Context: an optimization exercise on an open-source flow, tuned for small area. The choices shown serve that exercise and are no tape-out recipe.
Function was checked by simulation only, so behaviour that the tests miss may differ from the original.
No activity file was given, so power comes from the tool's default toggle rates.

==> flow/design.v <==
package setup_pkg;
    localparam int MAX_PASS  = 12;
    localparam int MAX_USERS = 8;
    localparam logic [3:0] KEY_A = 4'hA;
    localparam logic [3:0] KEY_B = 4'hB;
    localparam logic [3:0] BLANK = 4'hF;
    typedef logic [5:0][3:0] bcdPac_t;
    typedef logic [MAX_PASS-1:0][3:0] senhaPac_t;
    typedef struct packed {
        logic                        bip_status;
        logic [6:0]                  bip_time;
        logic [6:0]                  tranca_aut_time;
        senhaPac_t                   senha_master;
        senhaPac_t [MAX_USERS-1:0]   senha_user;
    } setupPac_t;
    typedef enum logic [2:0] {
        S_IDLE   = 3'd0,
        S_ARMED  = 3'd1,
        S_EDIT   = 3'd2,
        S_COMMIT = 3'd3,
        S_DONE   = 3'd4
    } state_t;
    localparam logic [23:0] BCD_BLANK     = {6{4'hF}};
    localparam logic [47:0] SENHA_OFF     = {MAX_PASS{4'hF}};
    localparam logic [47:0] SENHA_DEFAULT = {{(MAX_PASS-4){4'hF}}, 4'h1, 4'h2, 4'h3, 4'h4};
    function automatic logic [6:0] clamp7(input logic [6:0] v, input logic [6:0] lo,
                                          input logic [6:0] hi);
        logic [6:0] r;
        if (v < lo) begin
            r = lo;
        end else if (v > hi) begin
            r = hi;
        end else begin
            r = v;
        end
        clamp7 = r;
    endfunction
    function automatic setupPac_t setup_default();
        setup_default = {1'b1, 7'd5, 7'd5, SENHA_DEFAULT, {MAX_USERS{SENHA_OFF}}};
    endfunction
endpackage
module setup_entry_buf #(
    parameter int PASS_MAX = 12
) (
    input  logic        clk,
    input  logic        rst_n,
    input  logic        clr,
    input  logic        push,
    input  logic [3:0]  digit,
    output logic [47:0] digits
);
    logic [19:0] lo_r;
    logic [27:0] hi_r;
    logic [47:0] cur;
    logic        full;
    assign cur  = {hi_r, lo_r};
    assign full = !(cur[4*PASS_MAX-1] && cur[4*PASS_MAX-2]);
    always_ff @(posedge clk or negedge rst_n) begin
        if (!rst_n) begin
            lo_r <= 20'hFFFFF;
        end else if (clr) begin
            lo_r <= 20'hFFFFF;
        end else if (push && !full) begin
            lo_r <= {lo_r[15:0], digit};
        end
    end
    always_ff @(posedge clk) begin
        if (clr) begin
            hi_r <= 28'hFFFFFFF;
        end else if (push && !full) begin
            hi_r <= {hi_r[23:0], lo_r[19:16]};
        end
    end
    assign digits = cur;
endmodule
module setup_param #(
    parameter int NUM_USERS      = 4,
    parameter int PASS_MAX       = 12,
    parameter int BIP_MIN        = 5,
    parameter int BIP_MAX        = 60,
    parameter int TRANCA_MIN     = 5,
    parameter int TRANCA_MAX     = 60,
    parameter int TIMEOUT_CYCLES = 500
) (
    input  logic       clk,
    input  logic       rst_n,
    input  logic       setup_on,
    input  logic [3:0] digitos_value,
    input  logic       digitos_valid,
    output logic       display_en,
    output setup_pkg::bcdPac_t    bcd_pac,
    output setup_pkg::setupPac_t  data_setup_new,
    output logic       data_setup_ok
);
    localparam logic [3:0] LAST_OPT = 4'(4 + NUM_USERS);
    localparam int NF = 4 + NUM_USERS;    
    if (NUM_USERS < 1 || NUM_USERS > setup_pkg::MAX_USERS || PASS_MAX < 4 || PASS_MAX > setup_pkg::MAX_PASS ||
        TIMEOUT_CYCLES < 1 || BIP_MAX > 63 || TRANCA_MAX > 63) begin : g_param_check
        $error("setup_param: parameter out of range");
    end
    localparam logic [1:0] S_IDLE   = 2'd0;
    localparam logic [1:0] S_EDIT   = 2'd1;
    localparam logic [1:0] S_COMMIT = 2'd3;
    localparam logic [1:0] S_DONE   = 2'd2;
    logic [1:0]  state_r;
    logic [3:0]  opt_r;
    logic        ok_r;
    logic        pub_bip_r;
    logic [5:0]  pub_btime_r;
    logic [5:0]  pub_ttime_r;
    logic [48*(NUM_USERS+1)-1:0] pub_pass_r;    
    logic [NF:1] mod_r;
    logic        wrk_bip_r;
    logic [5:0]  wrk_btime_r;
    logic [5:0]  wrk_ttime_r;
    logic [48*(NUM_USERS+1)-1:0] wrk_pass_r;
    logic        s_idle, s_edit, s_commit, s_done;
    logic        armed_s;
    logic        key_digit_s, key_a_s, key_b_s;
    logic        timeout_s;
    logic        buf_clr_s, buf_push_s;
    logic [47:0] ent_s;
    logic        ent_any_s, ent_two_s, pass_ok_s;
    logic [6:0]  num_s;
    logic [5:0]  btime_s, ttime_s;
    logic [NF:1] we_s;
    assign s_idle   = (state_r == S_IDLE);
    assign s_edit   = (state_r == S_EDIT);
    assign s_commit = (state_r == S_COMMIT);
    assign s_done   = (state_r == S_DONE);
    assign armed_s  = opt_r[3] && opt_r[2];
    assign key_digit_s = digitos_valid && (digitos_value <= 4'd9);
    assign key_a_s     = digitos_valid && (digitos_value == setup_pkg::KEY_A);
    assign key_b_s     = digitos_valid && (digitos_value == setup_pkg::KEY_B);
    assign buf_push_s  = s_edit && !armed_s && key_digit_s;
    assign buf_clr_s   = s_idle || s_done || (s_edit && key_a_s) || timeout_s;
    setup_entry_buf #(.PASS_MAX(PASS_MAX)) u_entry_buf (
        .clk    (clk),
        .rst_n  (rst_n),
        .clr    (buf_clr_s),
        .push   (buf_push_s),
        .digit  (digitos_value),
        .digits (ent_s)
    );
    localparam int TW = $clog2(TIMEOUT_CYCLES + 2) < 3 ? 3 : $clog2(TIMEOUT_CYCLES + 2);
    localparam logic [TW-1:0] IDLE_LAST = lfsr_after(TIMEOUT_CYCLES - 1);
    logic [TW-1:0] idle_cnt_r;
    function automatic logic [TW-1:0] lfsr_next(input logic [TW-1:0] v);
        lfsr_next = {v[TW-2:0], ~(v[TW-1] ^ v[lfsr_tap() - 1])};
    endfunction
    function automatic int lfsr_tap();
        case (TW)
            3: lfsr_tap = 2;   4: lfsr_tap = 3;   5: lfsr_tap = 3;   6: lfsr_tap = 5;
            7: lfsr_tap = 6;   8: lfsr_tap = 6;   9: lfsr_tap = 5;   10: lfsr_tap = 7;
            11: lfsr_tap = 9;  12: lfsr_tap = 6;  13: lfsr_tap = 4;  14: lfsr_tap = 5;
            15: lfsr_tap = 14; default: lfsr_tap = 1;
        endcase
    endfunction
    function automatic logic [TW-1:0] lfsr_after(input int n);
        logic [TW-1:0] v;
        v = '0;
        for (int i = 0; i < n; i++) v = lfsr_next(v);
        lfsr_after = v;
    endfunction
    always_ff @(posedge clk) begin
        if (s_edit && !digitos_valid) begin
            idle_cnt_r <= lfsr_next(idle_cnt_r);
        end else begin
            idle_cnt_r <= '0;
        end
    end
    assign timeout_s = s_edit && !digitos_valid && (idle_cnt_r == IDLE_LAST);
    assign ent_any_s = !(ent_s[3] && ent_s[2]);
    assign ent_two_s = !(ent_s[7] && ent_s[6]);
    assign pass_ok_s = !(ent_s[15] && ent_s[14]);
    logic [3:0] tens_s, ones_s;
    assign tens_s = ent_two_s ? ent_s[7:4] : 4'd0;
    assign ones_s = ent_s[3:0];
    assign num_s   = 7'(tens_s) * 7'd10 + 7'(ones_s);
    assign btime_s = 6'(setup_pkg::clamp7(num_s, 7'(BIP_MIN), 7'(BIP_MAX)));
    assign ttime_s = 6'(setup_pkg::clamp7(num_s, 7'(TRANCA_MIN), 7'(TRANCA_MAX)));
    logic        trk_r, trk_n_r;
    logic [NF:1] keep_s;
    always_ff @(posedge clk) begin
        trk_r   <= buf_push_s;
        trk_n_r <= !buf_push_s;
    end
    always_comb begin
        for (int f = 1; f <= NF; f++) begin
            we_s[f]   = trk_r && (opt_r == 4'(f)) && ((f < 4) || pass_ok_s);
            keep_s[f] = trk_n_r || (opt_r != 4'(f)) || ((f >= 4) && !pass_ok_s);
        end
    end
    always_ff @(posedge clk) begin
        if (s_idle) begin
            mod_r <= '0;
        end else begin
            mod_r <= mod_r | we_s;
        end
        wrk_bip_r   <= ((ent_s[3:0] != 4'd0) & we_s[1]) | (wrk_bip_r & keep_s[1]);
        wrk_btime_r <= (btime_s & {6{we_s[2]}}) | (wrk_btime_r & {6{keep_s[2]}});
        wrk_ttime_r <= (ttime_s & {6{we_s[3]}}) | (wrk_ttime_r & {6{keep_s[3]}});
        for (int p = 0; p <= NUM_USERS; p++) begin
            wrk_pass_r[48*p +: 48] <= (ent_s & {48{we_s[4+p]}}) |
                                      (wrk_pass_r[48*p +: 48] & {48{keep_s[4+p]}});
        end
    end
    logic          pub_go_r;
    logic [NF:1]   pub_ld_s, pub_keep_s;
    always_comb begin
        for (int f = 1; f <= NF; f++) begin
            pub_ld_s[f]   = pub_go_r && mod_r[f];
            pub_keep_s[f] = !(s_done && mod_r[f]);
        end
    end
    always_ff @(posedge clk or negedge rst_n) begin
        if (!rst_n) begin
            pub_go_r    <= 1'b0;
            pub_bip_r   <= 1'b1;
            pub_btime_r <= 6'd5;
            pub_ttime_r <= 6'd5;
            pub_pass_r  <= {{NUM_USERS{setup_pkg::SENHA_OFF}}, setup_pkg::SENHA_DEFAULT};
        end else begin
            pub_go_r    <= s_commit;
            pub_bip_r   <= (wrk_bip_r & pub_ld_s[1]) | (pub_bip_r & pub_keep_s[1]);
            pub_btime_r <= (wrk_btime_r & {6{pub_ld_s[2]}}) | (pub_btime_r & {6{pub_keep_s[2]}});
            pub_ttime_r <= (wrk_ttime_r & {6{pub_ld_s[3]}}) | (pub_ttime_r & {6{pub_keep_s[3]}});
            for (int p = 0; p <= NUM_USERS; p++) begin
                pub_pass_r[48*p +: 48] <= (wrk_pass_r[48*p +: 48] & {48{pub_ld_s[4+p]}}) |
                                          (pub_pass_r[48*p +: 48] & {48{pub_keep_s[4+p]}});
            end
        end
    end
    always_ff @(posedge clk or negedge rst_n) begin
        if (!rst_n) begin
            state_r <= S_IDLE;
            opt_r   <= 4'hF;
            ok_r    <= 1'b0;
        end else begin
            ok_r <= s_done;
            case (state_r)
                S_IDLE: begin
                    if (setup_on) state_r <= S_EDIT;
                end
                S_EDIT: begin
                    if (timeout_s) begin
                        state_r <= S_IDLE;
                        opt_r   <= 4'hF;
                    end else if (key_a_s) begin
                        opt_r <= (opt_r[3] || opt_r == LAST_OPT) ? 4'd1 : (opt_r + 4'd1);
                    end else if (key_b_s) begin
                        state_r <= S_COMMIT;
                    end
                end
                S_COMMIT: begin
                    state_r <= S_DONE;
                end
                default: begin
                    state_r <= S_IDLE;
                    opt_r   <= 4'hF;
                end
            endcase
        end
    end
    assign display_en    = !s_idle;
    assign bcd_pac       = {opt_r, ent_s[19:0]};
    assign data_setup_ok = ok_r;
    assign data_setup_new = {pub_bip_r, 1'b0, pub_btime_r, 1'b0, pub_ttime_r, pub_pass_r[47:0],
                             {(setup_pkg::MAX_USERS - NUM_USERS){setup_pkg::SENHA_OFF}},
                             pub_pass_r[48*(NUM_USERS+1)-1:48]};
endmodule
==> flow/flow/run.sh <==
#!/bin/bash
# Standard ORFS layout with three changes to how it is made:
#  - constant outputs: tie cells are shared (at most TIE_FANOUT ports each) instead of one per port
#  - port buffers use the smallest buffer (buf_1) instead of the resizer's default pick
#  - CTS without dummy loads
set -uo pipefail
HERE=$(cd "$(dirname "$0")" && pwd)

export POST_FLOORPLAN_TCL=$HERE/tie.tcl
export BUFFER_PORTS_ARGS="-buffer_cell sky130_fd_sc_hd__buf_1"
[ -f "$HERE/cts_args" ] && export CTS_ARGS="$(cat "$HERE/cts_args")"
bash standard.sh > standard.log 2>&1
rc=$?
cp -r orfs/logs . 2>/dev/null || true
exit $rc
==> flow/flow/cts_args <==
-sink_clustering_enable -repair_clock_nets -dont_use_dummy_load -sink_clustering_size 10 -sink_clustering_max_diameter 40 -buf_list {sky130_fd_sc_hd__clkbuf_4}
==> flow/flow/tie.tcl <==
# Constant outputs: after the standard per-load tie repair, let one tie cell drive
# up to TIE_GROUP ports instead of one tie cell per port.
set tie_group 32
set block [ord::get_db_block]
array set ties {}
foreach inst [$block getInsts] {
  if {[[$inst getMaster] getName] ne "sky130_fd_sc_hd__conb_1"} { continue }
  foreach it [$inst getITerms] {
    set pin [[$it getMTerm] getName]
    if {$pin ne "HI" && $pin ne "LO"} { continue }
    set net [$it getNet]
    if {$net eq "NULL" || $net eq ""} { continue }
    lappend ties($pin) [list $inst $net]
  }
}
foreach pin [array names ties] {
  set n 0
  set target ""
  foreach pair $ties($pin) {
    lassign $pair inst net
    if {$n % $tie_group == 0} {
      set target $net
    } else {
      foreach bt [$net getBTerms] { $bt connect $target }
      foreach it [$net getITerms] {
        if {[$it getInst] ne $inst} { $it connect $target }
      }
      odb::dbInst_destroy $inst
      odb::dbNet_destroy $net
    }
    incr n
  }
  puts "tie.tcl: $pin ties merged from $n to [expr {($n + $tie_group - 1) / $tie_group}]"
}
==> flow/standard.sh <==
#!/bin/bash
# synth_recipe.tcl (not shown) runs the flow's synth.tcl, then flattens the netlist and writes it again
# the make line also repeats each setting of config.mk as NAME=value (left out here)
make -C /OpenROAD-flow-scripts/flow DESIGN_CONFIG=/design/flow/config.mk WORK_HOME=/design/flow/orfs CLKGATE_MAP_FILE= SYNTH_SCRIPT=/design/flow/synth_recipe.tcl "${@:-finish}"
==> flow/config.mk <==
export PLATFORM = sky130hd
export DESIGN_NAME = setup_param
export DESIGN_NICKNAME = setup_param
export VERILOG_FILES = /design/flow/design.v
export SDC_FILE = /design/flow/constraint.sdc
export NUM_CORES = 4
export LEC_CHECK = 0
export CAP_MARGIN = 0
export CORE_MARGIN = 2
export CORE_UTILIZATION = 70
export SLEW_MARGIN = 0
==> flow/constraint.sdc <==
create_clock -name core_clock -period 10.0 [get_ports {clk}]
set_input_delay 2.0000 -clock core_clock [delete_from_list [all_inputs] [get_ports {clk}]]
set_output_delay 2.0000 -clock core_clock [all_outputs]
set_load 0.01 [all_outputs]
==> flow_metrics.env, run 1 <==
export IMPL_syn_cell_area_mm2=0.02168
export IMPL_syn_mean_instance_area_um2=12.30
export IMPL_clock_root_buffer="sky130_fd_sc_hd__clkbuf_4"
export IMPL_cts_htree_levels=3
export IMPL_timing_fmax_mhz=247.4
export IMPL_grt_setup_unrepaired="false"
export IMPL_pin_count=481
export IMPL_setup_viol=0
export IMPL_crit_chain="inv_1 -> ha_1 -> inv_1 -> buf_1"
export IMPL_antenna_violating_nets_post_route=0
export IMPL_dp_hpwl_mm=34.91
export IMPL_synth_cells=1762
export IMPL_nets=1803
export IMPL_first_pass_iters=5
export IMPL_cts_setup_buffers=0
export IMPL_tritoncts_num_buffers=71
export IMPL_grt_start_max_net_pins=70
export IMPL_ys_seq_elements=581
export IMPL_worst_margin_slew_ps=1240
export IMPL_cts_sinks=581
export IMPL_final_period_utilization_pct=40.43
export IMPL_rows=64
export IMPL_final_wtd_congestion=0.8556
export IMPL_worst_path_max_stage_delay_ps=520
export IMPL_slew_headroom_pct=17.32
export IMPL_initial_core_util_pct=71.06
export IMPL_cp_data_arrival_time_ps=2040
export IMPL_timing_hold_violations_final=0
export IMPL_synth_async_sr_flop_share_pct=48.36
export IMPL_clk_insertion_delay_late_ps=710
export IMPL_numPortBuffers=286
export IMPL_remaining_drc_errors=0
export IMPL_cp_start_kind="register"
export IMPL_power_per_cell_area_mw_per_mm2=171.3
export IMPL_hold_wc_path_type="register to register"
export IMPL_place_inst=2104
export IMPL_drive_gt1_share_pct=20.69
export IMPL_synth_top_flop_cell="sky130_fd_sc_hd__dfxtp_1"
export IMPL_finalCriticalPeriod_ps=4043
export IMPL_mostFrequentLayoutCell="sky130_fd_sc_hd__a22o_1"
export IMPL_timing_critical_path_slowest_stage_cell="sky130_fd_sc_hd__ha_1"
export IMPL_global_route_wire_length_before_repair_mm=85.35
export IMPL_end_kind="output pin"
export IMPL_yosysWarnings=2
export IMPL_coreArea_mm2=0.03051
export IMPL_detailroute_via_count=14330
export IMPL_clkTransAtPathRegs_ps=110
export IMPL_post_synth_edffs=0
export IMPL_grt_overflow=0
export IMPL_leakagePower_nw=8.743
export IMPL_final_setup_skew_ps=75.32
export IMPL_final_instance_count_excl_fill=2176
export IMPL_overall_die_width_um=180.0
export IMPL_yosysSeqAreaShare_pct=61.63
export IMPL_vdd_ir_drop_max_v=0.0001075
export IMPL_cts_hold_fix_buffers=0
export IMPL_drv_max_cap_violation_count=0
export IMPL_run_status="no timing/DRC/antenna violations"
export IMPL_timing_max_transition_violations_final=0
export IMPL_antenna_found_initial=1
export IMPL_die_area_mm2=0.03239
export IMPL_most_common_layout_cells="sky130_fd_sc_hd__a22o_1 (496), sky130_fd_sc_hd__dfxtp_1 (300), sky130_fd_sc_hd__buf_1 (285), sky130_fd_sc_hd__dfstp_2 (258), sky130_fd_sc_hd__nand2_1 (119)"
export IMPL_total_wire_length_after_detailed_routing_mm=55.18
export IMPL_post_drt_via_cell_ratio=6.583
export IMPL_first_global_vias=13960
export IMPL_worstSetupPathType="register to output pin"
export IMPL_setup_tns_ps=0
export IMPL_synth_cell_types=54
export IMPL_worstPathRequired_ps=8000
export IMPL_area_growth_synth_to_final_pct=0.3291
export IMPL_die_h_um=180.0
export IMPL_groute_usage_overall_pct=33.70
export IMPL_cp_common_cell="sky130_fd_sc_hd__inv_1"
export IMPL_wire_per_inst_um=25.36
export IMPL_detailedRoute_firstIterationViolations=1190
export IMPL_tritoncts="yes"
export IMPL_crit_path_max_fanout=11
export IMPL_cts_root_to_sink_buffers=3
export IMPL_number_of_gates_resized_after_cts=0
==> synthesized netlist by cell type, drive strengths merged, types with 5 or more instances <==
cell    instances  share of area, %
a22o          496                20
dfxtp         300                28
dfstp         258                31
buf           252               8.3
nand2         128               2.2
clkbuf        101               1.7
nand3          47               1.1
and2           24              0.69
dfrtp          23               2.7
nor2           23              0.40
ha             13              0.75
o21ai          12              0.28
inv            11              0.19
a21oi           8              0.18
xnor2           6              0.28
and3            5              0.17
==> flip-flops by register name, indices dropped and copies added (netlist names) <==
name	cells
mod_r	8
wrk_bip_r	1
opt_r	4
state_r	2
u_entry_buf.hi_r	28
pub_bip_r	1
trk_r	1
pub_btime_r	6
trk_n_r	1
pub_pass_r	240
idle_cnt_r	9
ok_r	1
u_entry_buf.lo_r	20
wrk_ttime_r	6
pub_go_r	1
pub_ttime_r	6
wrk_pass_r	240
wrk_btime_r	6
==> through the flow <==
step           util (%)  instance area [µm²]  total power [mW]  setup slack (ps)  hold WS (ps)
2_1_floorplan         -                22400             2.689              6731         421.1
3_3_place_gp      69.54                21220             2.720              5952         436.5
3_5_place_dp      69.54                21220             2.728              5930         446.6
4_1_cts           71.28                21750             3.734              5924         426.4
5_1_grt           71.29                21750             3.872              5805         453.4
6_report          71.29                21750             3.727              5957         432.7
==> routing by layer <==
layer	global-route usage [%]	vias to the layer above	share of wire, %
met5	0	-	0
met4	10.86	0	2.8
met3	5.348	99	7.6
met2	54.61	702	48
met1	47.04	7326	42
li1	-	6198	-
==> report_power, final <==
part	internal [mW]	switching [mW]
clock	0.329	0.712
sequential	2.37	0.0603
combinational	0.0694	0.189
total	2.77	0.961
==> kinds of logic (layout without fill, tap and decap cells) <==
logic type      after synthesis  count (layout)  synth area share, %
flops                       581             581                61.63
compound gates              537             537                21.36
buf+inv                     364             376                10.20
simple gates                253             253                5.425
fa+ha+maj                    14              14               0.8426
xor+xnor                      8               8               0.3578
mux                           3               3               0.1500
other cells                   2               8              0.03464
==> cell type report <==
cell class	count	area, µm²
sequential	581	13360
timing repair buffer	294	1137
inverter	11	41.29
clock buffer	71	533.0
multi-input combinational	822	6181
antenna	1	2.502
fill	2293	8758
tap	396	495.5
==> critical path: cells and delay by family, from the launching register on <==
family | cells | cell delay, ps
buffers and inverters | 3 | 340
flip-flops | 1 | 460
adder cells (fa/ha/maj) | 1 | 520
==> worst paths after layout <==
| path | from | slack (ps) | to | depth (start not counted) |
|---|---|---|---|---|
| worst min-delay path | wrk_pass_r[24] | 430 | pub_pass_r[24] | 1 |
| max in group asynchronous | rst_n | 6690 | pub_go_r | 3 |
| worst min register to register | wrk_pass_r[24] | 430 | pub_pass_r[24] | 1 |
| worst max-delay path | state_r[0] | 5960 | display_en | 4 |
| worst max register to register | u_entry_buf.lo_r[4] | 6670 | wrk_btime_r[2] | 9 |
| min in group asynchronous | rst_n | 1200 | pub_pass_r[6] | 1 |
==> run 2, diff against run 1 <==
--- a/flow/config.mk
+++ b/flow/config.mk
@@ -9,3 +9,4 @@
 export CORE_MARGIN = 2
 export CORE_UTILIZATION = 70
+export PLACE_DENSITY = 0.85
 export SLEW_MARGIN = 0
==> flow_metrics.env, run 2 <==
export IMPL_run_status="no timing/DRC/antenna violations"
export IMPL_grt_setup_unrepaired="false"
export IMPL_leakagePower_nw=8.723
export IMPL_post_route_cell_area_mm2=0.02173
export IMPL_detailedRoute_firstIterationViolations=1555
export IMPL_synth_cells=1762
export IMPL_cts_root_to_sink_buffers=3
export IMPL_nets=1798
export IMPL_critical_path_reg2reg_startpoint="u_entry_buf.lo_r[6]"
export IMPL_cts_setup_buffers=0
export IMPL_remaining_drc_errors=0
export IMPL_clkTransAtPathRegs_ps=100
export IMPL_cts_htree_levels=3
export IMPL_timing_hold_violations_final=0
export IMPL_final_wtd_congestion=0.8221
export IMPL_finalCriticalPeriod_ps=4116
export IMPL_area_growth_synth_to_final_pct=0.2249
export IMPL_power_per_cell_area_mw_per_mm2=171.2
export IMPL_first_pass_iters=6
export IMPL_timing_fmax_mhz=243.0
export IMPL_synth_common_cells="sky130_fd_sc_hd__a22o_1 (496), sky130_fd_sc_hd__dfxtp_1 (300), sky130_fd_sc_hd__dfstp_2 (258)"
export IMPL_syn_cell_area_mm2=0.02168
export IMPL_number_of_gates_resized_after_cts=0
export IMPL_timing_critical_path_max_delay_family="adder cells"
export IMPL_met3_wirelength_mm=4.397
export IMPL_clk_insertion_delay_late_ps=720
export IMPL_setup_viol=0
export IMPL_worstPathRequired_ps=8000
export IMPL_worst_margin_slew_ps=1205
export IMPL_final_instance_count_excl_fill=2172
export IMPL_cp_common_cell="sky130_fd_sc_hd__inv_1"
export IMPL_die_area_mm2=0.03239
export IMPL_antenna_violating_nets_post_route=0
export IMPL_synth_cell_types=54
export IMPL_yosysWarnings=2
export IMPL_post_synth_edffs=0
export IMPL_worst_path_max_stage_delay_ps=580
export IMPL_met1Wirelength_mm=22.00
export IMPL_grt_overflow=0
export IMPL_final_seq_area_mm2=0.01336
export IMPL_end_kind="output pin"
export IMPL_grt_start_max_net_pins=168
export IMPL_cp_data_arrival_time_ps=2120
export IMPL_drive_gt1_share_pct=20.46
export IMPL_synth_top_flop_cell="sky130_fd_sc_hd__dfxtp_1"
export IMPL_comb_power_share_pct=7.0
export IMPL_first_global_vias=14240
export IMPL_initial_core_util_pct=71.06
export IMPL_syn_mean_instance_area_um2=12.30
export IMPL_setup_tns_ps=0
export IMPL_overall_die_width_um=180.0
export IMPL_timing_critical_path_slowest_stage_cell="sky130_fd_sc_hd__ha_1"
export IMPL_place_inst=2100
export IMPL_r2r_end="wrk_ttime_r[1]"
export IMPL_pin_count=481
export IMPL_cellInternalPower_mw=2.762
export IMPL_rows=64
export IMPL_worst_slack_placed_ps=6130
export IMPL_timing_reg2reg_setup_slack_ps=6600
export IMPL_met2WireLength_mm=26.19
export IMPL_cp_num_cells=4
export IMPL_tritoncts_num_buffers=70
export IMPL_cp_start_kind="register"
export IMPL_synth_async_sr_flop_share_pct=48.36
export IMPL_drv_max_cap_violation_count=0
export IMPL_reg_largest_list="pub_pass_r x240, wrk_pass_r x240, u_entry_buf.hi_r x28"
export IMPL_clock_root_buffer="sky130_fd_sc_hd__clkbuf_4"
export IMPL_cts_hold_fix_buffers=0
export IMPL_hold_slack_ps=428.2
export IMPL_synth_top_area_cell="sky130_fd_sc_hd__dfstp_2"
export IMPL_timing_hold_worst_path_depth=1
export IMPL_ys_seq_elements=581
export IMPL_slew_headroom_pct=19.37
export IMPL_crit_path_max_fanout=11
export IMPL_synth_top_area_share_pct=31.27
export IMPL_mostFrequentLayoutCell="sky130_fd_sc_hd__a22o_1"
export IMPL_timing_reg2reg_worst_path_depth=9
export IMPL_detailroute_via_count=14530
export IMPL_dp_hpwl_mm=34.39
export IMPL_crit_chain="inv_1 -> ha_1 -> inv_1 -> buf_1"
export IMPL_final_period_utilization_pct=41.16
export IMPL_timing_max_transition_violations_final=0
export IMPL_post_drt_via_cell_ratio=6.690
export IMPL_cts_sinks=581
export IMPL_coreArea_mm2=0.03051
export IMPL_antenna_found_initial=2
export IMPL_wire_per_inst_um=25.25
export IMPL_dpl_instance_area_mm2=0.02120
export IMPL_worstSetupPathType="register to output pin"
export IMPL_layout_setup_ws_ps=5884
export IMPL_die_h_um=180.0
export IMPL_netlist_top_cells_area="sky130_fd_sc_hd__dfstp_2 (31%), sky130_fd_sc_hd__dfxtp_1 (28%), sky130_fd_sc_hd__a22o_1 (20%), sky130_fd_sc_hd__buf_4 (7.4%), sky130_fd_sc_hd__dfrtp_1 (2.7%)"
export IMPL_numPortBuffers=286
export IMPL_vdd_ir_drop_max_v=0.0001099
export IMPL_setup_worst_path_end="display_en"
export IMPL_most_common_layout_cells="sky130_fd_sc_hd__a22o_1 (496), sky130_fd_sc_hd__dfxtp_1 (300), sky130_fd_sc_hd__buf_1 (285), sky130_fd_sc_hd__dfstp_2 (258), sky130_fd_sc_hd__nand2_1 (119)"
export IMPL_final_setup_skew_ps=85.04
export IMPL_hold_wc_path_type="register to register"
export IMPL_global_route_wire_length_before_repair_mm=83.22
export IMPL_path_buf_inv=3
export IMPL_timing_critical_path_from="state_r[0]"
export IMPL_groute_usage_overall_pct=32.82
export IMPL_yosysSeqAreaShare_pct=61.63
export IMPL_n_fill_cell=2144
export IMPL_netSwitchingPower_mw=0.9574
export IMPL_sequentialPowerShare_pct=65.3
export IMPL_maxUsedRoutingLayer="met4"
export IMPL_sw_frac_of_total_pct=25.74
export IMPL_tritoncts="yes"
export IMPL_footprint_of_the_multi_input_gates_mm2=0.006181
export IMPL_synth_most_common_cell="sky130_fd_sc_hd__a22o_1"
export IMPL_total_wire_length_after_detailed_routing_mm=54.83
export IMPL_clock_power_share_pct=27.7
[run 2: cell counts after synthesis]
Identical to the previous run, type by type.
[run 2: logic make-up (layout without fill, tap and decap cells)]
logic type	after synthesis	after routing	share of synthesized area [%]
flip-flops	581	581	61.63
AO/OA/AOI/OAI	537	537	21.36
buffers and inverters	364	371	10.20
AND/OR/NAND/NOR	253	253	5.425
adder cells (fa/ha/maj)	14	14	0.8426
XOR/XNOR	8	8	0.3578
multiplexers	3	3	0.1500
other	2	9	0.03464
[run 2: worst min path at each step]
stage / from / endpoint / slack, ps
2_1_floorplan: idle_cnt_r[0] / idle_cnt_r[1] / 420
3_3_place_gp: idle_cnt_r[0] / idle_cnt_r[1] / 430
3_5_place_dp: idle_cnt_r[1] / idle_cnt_r[2] / 450
4_1_cts: wrk_pass_r[170] / pub_pass_r[170] / 420
5_1_grt: wrk_pass_r[170] / pub_pass_r[170] / 420
6_report: idle_cnt_r[7] / idle_cnt_r[8] / 430
[run 2: stage by stage]
stage          util (%)  total power [mW]
3_5_place_dp      69.48             2.729
5_1_grt           71.22             3.854
3_3_place_gp      69.48             2.719
6_report          71.22             3.719
2_1_floorplan         -             2.689
4_1_cts           71.20             3.722
[run 2: routing by layer]
| metal | track usage [%] | up-vias |
|---|---|---|
| li1 | - | 6183 |
| met1 | 44.58 | 7384 |
| met2 | 52.49 | 805 |
| met3 | 5.693 | 158 |
| met4 | 14.18 | 0 |
| met5 | 0 | - |
[run 2: power by group through the flow]
stage	Sequential, mW	Clock, mW	Combinational (mW)
after floorplan	2.44	0	0.252
after global placement	2.47	0	0.248
after detailed placement	2.47	0	0.257
after CTS	2.43	1.04	0.258
after global routing	2.43	1.13	0.287
final	2.43	1.03	0.260
[run 2: area by class of cell]
cell class / instances / area share, %
sequential: 581 / 61.49
timing repair buffer: 290 / 5.154
antenna: 2 / 0.02303
tap: 396 / 2.280
multi-input combinational: 822 / 28.45
clock buffer: 70 / 2.419
inverter: 11 / 0.1900
==> run 3, diff against run 2 <==
--- a/flow/design.v
+++ b/flow/design.v
@@ -47,4 +47,5 @@
     input  logic        clr,
     input  logic        push,
+    input  logic        push_alt,    
     input  logic [3:0]  digit,
     output logic [47:0] digits
@@ -56,19 +57,16 @@
     assign cur  = {hi_r, lo_r};
     assign full = !(cur[4*PASS_MAX-1] && cur[4*PASS_MAX-2]);
+    logic sh, hold;
+    assign sh   = push && !full;
+    assign hold = !clr && !(push_alt && !full);
     always_ff @(posedge clk or negedge rst_n) begin
         if (!rst_n) begin
             lo_r <= 20'hFFFFF;
-        end else if (clr) begin
-            lo_r <= 20'hFFFFF;
-        end else if (push && !full) begin
-            lo_r <= {lo_r[15:0], digit};
-        end
-    end
-    always_ff @(posedge clk) begin
-        if (clr) begin
-            hi_r <= 28'hFFFFFFF;
-        end else if (push && !full) begin
-            hi_r <= {hi_r[23:0], lo_r[19:16]};
-        end
+        end else begin
+            lo_r <= {20{clr}} | ({20{sh}} & {lo_r[15:0], digit}) | ({20{hold}} & lo_r);
+        end
+    end
+    always_ff @(posedge clk) begin
+        hi_r <= {28{clr}} | ({28{sh}} & {hi_r[23:0], lo_r[19:16]}) | ({28{hold}} & hi_r);
     end
     assign digits = cur;
@@ -134,4 +132,8 @@
     assign key_b_s     = digitos_valid && (digitos_value == setup_pkg::KEY_B);
     assign buf_push_s  = s_edit && !armed_s && key_digit_s;
+    logic edit_r;
+    always_ff @(posedge clk) begin
+        edit_r <= s_edit && !timeout_s && (key_a_s || (edit_r && !key_b_s));
+    end
     assign buf_clr_s   = s_idle || s_done || (s_edit && key_a_s) || timeout_s;
     setup_entry_buf #(.PASS_MAX(PASS_MAX)) u_entry_buf (
@@ -140,4 +142,5 @@
         .clr    (buf_clr_s),
         .push   (buf_push_s),
+        .push_alt (edit_r && key_digit_s),
         .digit  (digitos_value),
         .digits (ent_s)
==> flow_metrics.env, run 3 <==
export IMPL_cts_sinks=582
export IMPL_drive_gt1_share_pct=21.70
export IMPL_synth_cell_types=57
export IMPL_final_wtd_congestion=0.8478
export IMPL_clkTransAtPathRegs_ps=110
export IMPL_antenna_violating_nets_post_route=0
export IMPL_setup_tns_ps=0
export IMPL_grt_overflow=0
export IMPL_synth_compound_area_share_pct=23.91
export IMPL_clock_root_buffer="sky130_fd_sc_hd__clkbuf_4"
export IMPL_critical_path_reg2reg_startpoint="u_entry_buf.lo_r[7]"
export IMPL_grt_start_max_net_pins=153
export IMPL_grt_setup_unrepaired="false"
export IMPL_global_route_wire_length_before_repair_mm=83.30
export IMPL_dpl_instance_area_mm2=0.02112
export IMPL_groute_usage_overall_pct=32.84
export IMPL_dp_hpwl_mm=33.26
export IMPL_numPortBuffers=286
export IMPL_timing_fmax_mhz=248.9
export IMPL_overall_die_width_um=179.6
export IMPL_n_fill_cell=2129
export IMPL_footprint_of_the_multi_input_gates_mm2=0.006060
export IMPL_synth_top_area_share_pct=31.42
export IMPL_post_route_cell_area_mm2=0.02165
export IMPL_rows=64
export IMPL_hold_wc_path_type="register to register"
export IMPL_synth_common_cells="sky130_fd_sc_hd__a22o_1 (494), sky130_fd_sc_hd__dfxtp_1 (301), sky130_fd_sc_hd__dfstp_2 (258)"
export IMPL_cts_setup_buffers=0
export IMPL_timing_max_transition_violations_final=0
export IMPL_cts_root_to_sink_buffers=3
export IMPL_final_setup_skew_ps=94.50
export IMPL_timing_hold_worst_path_depth=1
export IMPL_tritoncts_num_buffers=70
export IMPL_mostFrequentLayoutCell="sky130_fd_sc_hd__a22o_1"
export IMPL_setup_worst_path_end="display_en"
export IMPL_synth_most_common_cell="sky130_fd_sc_hd__a22o_1"
export IMPL_synth_area_mux_share_pct=0.1450
export IMPL_power_per_cell_area_mw_per_mm2=169.6
export IMPL_pin_count=481
export IMPL_synth_cells=1669
export IMPL_netlist_top_cells_area="sky130_fd_sc_hd__dfstp_2 (31%), sky130_fd_sc_hd__dfxtp_1 (28%), sky130_fd_sc_hd__a22o_1 (20%), sky130_fd_sc_hd__buf_4 (7.5%), sky130_fd_sc_hd__dfrtp_1 (2.7%)"
export IMPL_grt_busiest_layer="met2"
export IMPL_post_synth_and_or_nand_nor_area_fraction_pct=2.609
export IMPL_drv_max_cap_violation_count=0
export IMPL_timing_critical_path_from="state_r[0]"
export IMPL_power_total_mw=3.672
export IMPL_vdd_ir_drop_max_v=0.00009088
export IMPL_crit_path_max_fanout=10
export IMPL_die_area_mm2=0.03225
export IMPL_worstPathRequired_ps=8000
export IMPL_detailroute_via_count=14270
export IMPL_grt_met3_usage_pct=6.463
export IMPL_first_pass_iters=5
export IMPL_run_status="no timing/DRC/antenna violations"
export IMPL_detailedRoute_firstIterationViolations=1295
export IMPL_remaining_drc_errors=0
export IMPL_synth_top_area_cell="sky130_fd_sc_hd__dfstp_2"
export IMPL_slew_headroom_pct=15.13
export IMPL_syn_mean_instance_area_um2=12.93
export IMPL_initial_core_util_pct=70.72
export IMPL_post_synth_edffs=0
export IMPL_cts_htree_levels=3
export IMPL_timing_reg2reg_worst_path_depth=9
export IMPL_dominant_combinational_cell_family_by_area_after_synthesis="compound AO/OA/AOI/OAI gates"
export IMPL_coreArea_mm2=0.03051
export IMPL_area_growth_synth_to_final_pct=0.3539
export IMPL_leakagePower_nw=8.422
export IMPL_met1_usage_pct=46.06
export IMPL_clk_insertion_delay_late_ps=740
export IMPL_post_drt_via_cell_ratio=6.844
export IMPL_cp_data_arrival_time_ps=2020
export IMPL_met2_usage_pct=50.59
export IMPL_nets=1711
export IMPL_reg_largest_list="pub_pass_r x240, wrk_pass_r x240, u_entry_buf.hi_r x28"
export IMPL_yosysSeqAreaShare_pct=62.01
export IMPL_final_period_utilization_pct=40.17
export IMPL_most_common_layout_cells="sky130_fd_sc_hd__a22o_1 (494), sky130_fd_sc_hd__dfxtp_1 (301), sky130_fd_sc_hd__buf_1 (285), sky130_fd_sc_hd__dfstp_2 (258), sky130_fd_sc_hd__clkbuf_4 (71)"
export IMPL_synth_xor_area_share_pct=0.2435
export IMPL_syn_cell_area_mm2=0.02158
export IMPL_hold_slack_ps=408.0
export IMPL_final_seq_area_mm2=0.01338
export IMPL_first_global_vias=13890
export IMPL_cts_hold_fix_buffers=0
export IMPL_timing_hold_violations_final=0
export IMPL_wire_per_inst_um=25.83
export IMPL_ys_seq_elements=582
export IMPL_yosysWarnings=2
export IMPL_antenna_found_initial=1
export IMPL_tritoncts="yes"
export IMPL_finalCriticalPeriod_ps=4017
export IMPL_die_h_um=179.6
export IMPL_worstSetupPathType="register to output pin"
export IMPL_total_wire_length_after_detailed_routing_mm=53.85
export IMPL_synth_async_sr_flop_share_pct=48.28
export IMPL_timing_reg2reg_setup_slack_ps=6670
export IMPL_r2r_end="wrk_ttime_r[1]"
export IMPL_setup_viol=0
export IMPL_cp_start_kind="register"
export IMPL_worst_margin_slew_ps=1273
export IMPL_synth_top_flop_cell="sky130_fd_sc_hd__dfxtp_1"
export IMPL_number_of_gates_resized_after_cts=0
export IMPL_synth_adder_area_share_pct=0.8466
export IMPL_end_kind="output pin"
## run 3: cell count changes after synthesis, sizes merged, moves of 3 or more
cell / previous run / this run
nand2: 128 / 32
a221o: 0 / 48
nand3: 47 / 3
clkbuf: 101 / 95
buf: 252 / 256
o21ai: 12 / 15
xnor2: 6 / 3
## run 3: power breakdown
| group | switching [mW] | internal, mW |
|---|---|---|
| logic | 0.170 | 0.0539 |
| registers | 0.0415 | 2.37 |
| clock network | 0.711 | 0.324 |
| total | 0.922 | 2.75 |
## run 3: logic make-up (layout without fill, tap and decap cells)
group / after synthesis / count (layout)
simple gates: 108 / 108
buf+inv: 361 / 374
compound gates: 593 / 593
other cells: 2 / 9
mux: 3 / 3
flops: 582 / 582
fa+ha+maj: 14 / 14
xor+xnor: 6 / 6
## run 3: worst max-delay path: stages (launching register included)
cell                      delay, ps
sky130_fd_sc_hd__dfrtp_1        460
sky130_fd_sc_hd__inv_1          120
sky130_fd_sc_hd__ha_1           430
sky130_fd_sc_hd__inv_1          150
sky130_fd_sc_hd__buf_1          170
## run 3: worst min path at each step
stage	slack, ps	startpoint	endpoint
2_1_floorplan	420	idle_cnt_r[0]	idle_cnt_r[1]
3_3_place_gp	420	idle_cnt_r[0]	idle_cnt_r[1]
3_5_place_dp	440	idle_cnt_r[5]	idle_cnt_r[6]
4_1_cts	390	wrk_pass_r[198]	pub_pass_r[198]
5_1_grt	400	wrk_pass_r[198]	pub_pass_r[198]
6_report	410	wrk_pass_r[198]	pub_pass_r[198]
## run 3: area by class of cell
| cell class | instances | share of cell area, % |
|---|---|---|
| timing repair buffer | 294 | 5.310 |
| inverter | 10 | 0.1734 |
| tap | 396 | 2.288 |
| sequential | 582 | 61.79 |
| antenna | 2 | 0.02311 |
| clock buffer | 70 | 2.427 |
| multi-input combinational | 731 | 27.98 |
## run 3: metrics by stage
stage / utilization, % / std cells / worst slack (ps)
4_1_cts: 70.96 / 2083 / 5995
6_report: 70.97 / 2085 / 5983
3_3_place_gp: 69.23 / 2013 / 6188
5_1_grt: 70.97 / 2085 / 5923
2_1_floorplan: - / 1861 / 6741
3_5_place_dp: 69.23 / 2013 / 6072
## run 3: per-layer routing
metal  wire length (µm)  vias to the layer above  part of all wire [%]
li1                   -                     6043                     -
met1              22730                     7283                    42
met2              24360                      802                    45
met3               4610                      142                   8.6
met4               2155                        0                   4.0
met5                  0                        -                     0
==> run 4, diff against run 3 <==
--- a/flow/design.v
+++ b/flow/design.v
@@ -180,5 +180,5 @@
     assign tens_s = ent_two_s ? ent_s[7:4] : 4'd0;
     assign ones_s = ent_s[3:0];
-    assign num_s   = 7'(tens_s) * 7'd10 + 7'(ones_s);
+    assign num_s   = {6'({2'b0, tens_s} + {tens_s, 2'b0} + {3'b0, ones_s[3:1]}), ones_s[0]};
     assign btime_s = 6'(setup_pkg::clamp7(num_s, 7'(BIP_MIN), 7'(BIP_MAX)));
     assign ttime_s = 6'(setup_pkg::clamp7(num_s, 7'(TRANCA_MIN), 7'(TRANCA_MAX)));
--- a/flow/config.mk
+++ b/flow/config.mk
@@ -9,4 +9,3 @@
 export CORE_MARGIN = 2
 export CORE_UTILIZATION = 70
-export PLACE_DENSITY = 0.85
 export SLEW_MARGIN = 0
==> flow_metrics.env, run 4 <==
export IMPL_footprint_of_the_multi_input_gates_mm2=0.005998
export IMPL_run_status="no timing/DRC/antenna violations"
export IMPL_worstPathRequired_ps=8000
export IMPL_first_pass_iters=5
export IMPL_syn_mean_instance_area_um2=13.01
export IMPL_global_route_wire_length_before_repair_mm=84.04
export IMPL_dp_hpwl_mm=34.13
export IMPL_post_drt_via_cell_ratio=6.749
export IMPL_numPortBuffers=286
export IMPL_synth_async_sr_flop_share_pct=48.28
export IMPL_tritoncts="yes"
export IMPL_syn_cell_area_mm2=0.02165
export IMPL_number_of_gates_resized_after_cts=0
export IMPL_drive_gt1_share_pct=21.93
export IMPL_worst_slack_placed_ps=6026
export IMPL_total_wire_length_after_detailed_routing_mm=54.93
export IMPL_cts_sinks=582
export IMPL_worstSetupPathType="register to output pin"
export IMPL_clock_power_share_pct=27.3
export IMPL_cp_data_arrival_time_ps=2000
export IMPL_clkTransAtPathRegs_ps=110
export IMPL_synth_most_common_cell="sky130_fd_sc_hd__a22o_1"
export IMPL_clock_root_buffer="sky130_fd_sc_hd__clkbuf_4"
export IMPL_wire_per_inst_um=26.35
export IMPL_mostFrequentLayoutCell="sky130_fd_sc_hd__a22o_1"
export IMPL_vdd_ir_drop_max_v=0.0001522
export IMPL_tritoncts_num_buffers=69
export IMPL_netlist_top_cells_area="sky130_fd_sc_hd__dfstp_2 (31%), sky130_fd_sc_hd__dfxtp_1 (28%), sky130_fd_sc_hd__a22o_1 (20%), sky130_fd_sc_hd__buf_4 (7.8%), sky130_fd_sc_hd__dfrtp_1 (2.7%)"
export IMPL_place_inst=2014
export IMPL_grt_setup_unrepaired="false"
export IMPL_synth_cells=1664
export IMPL_post_synth_edffs=0
export IMPL_cts_setup_buffers=0
export IMPL_crit_path_max_fanout=10
export IMPL_end_kind="output pin"
export IMPL_drv_max_cap_violation_count=0
export IMPL_grt_overflow=0
export IMPL_layout_setup_ws_ps=5999
export IMPL_leakagePower_nw=8.487
export IMPL_comb_power_share_pct=6.8
export IMPL_nets=1711
export IMPL_final_instance_count_excl_fill=2085
export IMPL_cts_hold_fix_buffers=0
export IMPL_cts_htree_levels=3
export IMPL_initial_core_util_pct=70.96
export IMPL_synth_cell_types=53
export IMPL_cellInternalPower_mw=2.770
export IMPL_groute_usage_overall_pct=33.41
export IMPL_final_wtd_congestion=0.8454
export IMPL_detailroute_via_count=14070
export IMPL_timing_fmax_mhz=249.9
export IMPL_coreArea_mm2=0.03051
export IMPL_setup_viol=0
export IMPL_slew_headroom_pct=20.71
export IMPL_synth_top_area_cell="sky130_fd_sc_hd__dfstp_2"
export IMPL_antenna_violating_nets_post_route=0
export IMPL_timing_hold_violations_final=0
export IMPL_final_seq_area_mm2=0.01338
export IMPL_sequentialPowerShare_pct=65.9
export IMPL_worst_margin_slew_ps=1185
export IMPL_cts_root_to_sink_buffers=3
export IMPL_overall_die_width_um=179.9
export IMPL_clk_insertion_delay_late_ps=700
export IMPL_remaining_drc_errors=0
export IMPL_yosysWarnings=2
export IMPL_die_area_mm2=0.03235
export IMPL_sw_frac_of_total_pct=25.35
export IMPL_netSwitchingPower_mw=0.9405
export IMPL_first_global_vias=13460
export IMPL_rows=64
export IMPL_power_per_cell_area_mw_per_mm2=171.6
export IMPL_synth_top_area_share_pct=31.31
export IMPL_n_fill_cell=2240
export IMPL_yosysSeqAreaShare_pct=61.80
export IMPL_synth_common_cells="sky130_fd_sc_hd__a22o_1 (496), sky130_fd_sc_hd__dfxtp_1 (301), sky130_fd_sc_hd__dfstp_2 (258)"
export IMPL_detailedRoute_firstIterationViolations=1171
export IMPL_reg_largest_list="pub_pass_r x240, wrk_pass_r x240, u_entry_buf.hi_r x28"
export IMPL_ys_seq_elements=582
export IMPL_antenna_found_initial=3
export IMPL_cp_start_kind="register"
export IMPL_setup_tns_ps=0
export IMPL_hold_wc_path_type="register to register"
export IMPL_pin_count=481
export IMPL_timing_max_transition_violations_final=0
export IMPL_final_setup_skew_ps=60.27
export IMPL_final_period_utilization_pct=40.01
export IMPL_finalCriticalPeriod_ps=4001
export IMPL_most_common_layout_cells="sky130_fd_sc_hd__a22o_1 (496), sky130_fd_sc_hd__dfxtp_1 (301), sky130_fd_sc_hd__buf_1 (285), sky130_fd_sc_hd__dfstp_2 (258), sky130_fd_sc_hd__clkbuf_4 (70)"
export IMPL_synth_top_flop_cell="sky130_fd_sc_hd__dfxtp_1"
export IMPL_die_h_um=179.9
export IMPL_area_growth_synth_to_final_pct=-0.1504
export IMPL_grt_start_max_net_pins=160
run 4: cell types whose count changed after synthesis, moves of 3 or more:
| cell | previous run | this run |
|---|---|---|
| sky130_fd_sc_hd__clkbuf_1 | 94 | 60 |
| sky130_fd_sc_hd__buf_2 | 20 | 35 |
| sky130_fd_sc_hd__buf_6 | 1 | 12 |
| sky130_fd_sc_hd__buf_4 | 216 | 226 |
| sky130_fd_sc_hd__nor2_1 | 21 | 30 |
| sky130_fd_sc_hd__and2_1 | 26 | 20 |
| sky130_fd_sc_hd__o21ai_0 | 13 | 9 |
| sky130_fd_sc_hd__a22oi_1 | 3 | 0 |
| sky130_fd_sc_hd__buf_1 | 19 | 16 |
| sky130_fd_sc_hd__nand2_1 | 32 | 35 |
| sky130_fd_sc_hd__nand2b_1 | 0 | 3 |
| sky130_fd_sc_hd__nor2b_1 | 5 | 2 |
run 4: cell families (layout without fill, tap and decap cells):
kind of cell	after synthesis	after routing	share of synthesized area, %
AOI/OAI and AO/OA	579	579	23.38
muxes	2	2	0.09824
and+or+nand+nor	119	119	2.826
xor gates and xnor gates	6	6	0.2427
adders and majority gates	14	14	0.8438
DFF	582	582	61.80
other	2	9	0.03469
buffers and inverters	360	378	10.78
run 4: area by class of cell:
class	instances	area share (%)
diodes	2	0.02315
well taps	396	2.292
flip-flops and latches	582	61.89
repair buffers	298	5.458
multi-input cells	727	27.75
inverters	11	0.1910
clock buffers	69	2.396
run 4: power groups by stage:
stage	Clock, mW	Sequential [mW]	Combinational (mW)
detailed placement	0	2.49	0.250
global placement	0	2.49	0.242
global route	1.14	2.45	0.276
finish	1.01	2.45	0.252
CTS	1.04	2.44	0.251
floorplan	0	2.46	0.259
run 4: critical path: stages, from the launching register on:
cell and delay (ps):
sky130_fd_sc_hd__dfrtp_1 430, sky130_fd_sc_hd__inv_1 120, sky130_fd_sc_hd__ha_1 450, sky130_fd_sc_hd__inv_1 120, sky130_fd_sc_hd__buf_1 190
run 4: worst paths after layout:
check,start,endpoint,slack (ps),cells after the start
min in group asynchronous,rst_n,pub_pass_r[183],1790,1
max,state_r[0],display_en,6000,4
max in group asynchronous,rst_n,pub_go_r,7220,2
max reg2reg,u_entry_buf.lo_r[6],wrk_btime_r[1],6910,9
min reg2reg,wrk_pass_r[5],pub_pass_r[5],450,1
min,wrk_pass_r[5],pub_pass_r[5],450,1
run 4: routing by layer:
metal | GRT usage (%) | share of wire [%] | up-vias
met1 | 46.16 | 41 | 7242
met4 | 13.14 | 3.5 | 0
met5 | 0 | 0 | -
met3 | 5.693 | 8.0 | 110
li1 | - | - | 6010
met2 | 53.24 | 48 | 710
run 4: per-stage QoR:
stage	hold WS (ps)	total power [mW]	utilization [%]	area (µm²)
floorplan	421.1	2.715	-	22370
global placement	442.5	2.729	69.14	21100
detailed placement	441.1	2.740	69.14	21100
CTS	446.7	3.733	70.84	21610
global route	462.8	3.866	70.85	21620
finish	450.1	3.711	70.86	21620

static timing again, ports no longer ideal:
In the flow no input, the clock included, has a driving cell. The finished layouts below were timed again as built, in two steps.
Step 1 assumes that a clkbuf_16 drives the clock port and a buf_2 every other input.
Step 2 moves the port delays by t, midway between the first and last clock arrival at a register: inputs arrive t later, outputs are due t later. That takes back most of the time a late clock gives input paths.
Three values: no drivers, after step 1, after step 2; two values: the first two.
run | t (ns) | slack for setup (ns) | hold WS [ns] | clock arrival spread, ns | slew at the worst register clock pin (ns)
run 1 | 0.711 | 5.957 / 5.924 / 5.988 | 0.433 / 0.433 / 0.433 | 0.086 / 0.086 | 0.11 / 0.11
run 2 | 0.728 | 5.884 / 5.847 / 6.046 | 0.428 / 0.428 / 0.428 | 0.109 / 0.109 | 0.11 / 0.11
run 3 | 0.739 | 5.983 / 5.931 / 6.038 | 0.408 / 0.408 / 0.408 | 0.102 / 0.102 | 0.11 / 0.11
run 4 | 0.720 | 5.999 / 5.951 / 5.964 | 0.450 / 0.450 / 0.450 | 0.063 / 0.063 | 0.11 / 0.11
After both steps every run listed still meets setup and hold. For run 4, which loses most, drivers alone change the setup slack by -0.048 ns; drivers and shift together by -0.035 ns. The worst setup slack also covers recovery checks on asynchronous resets.
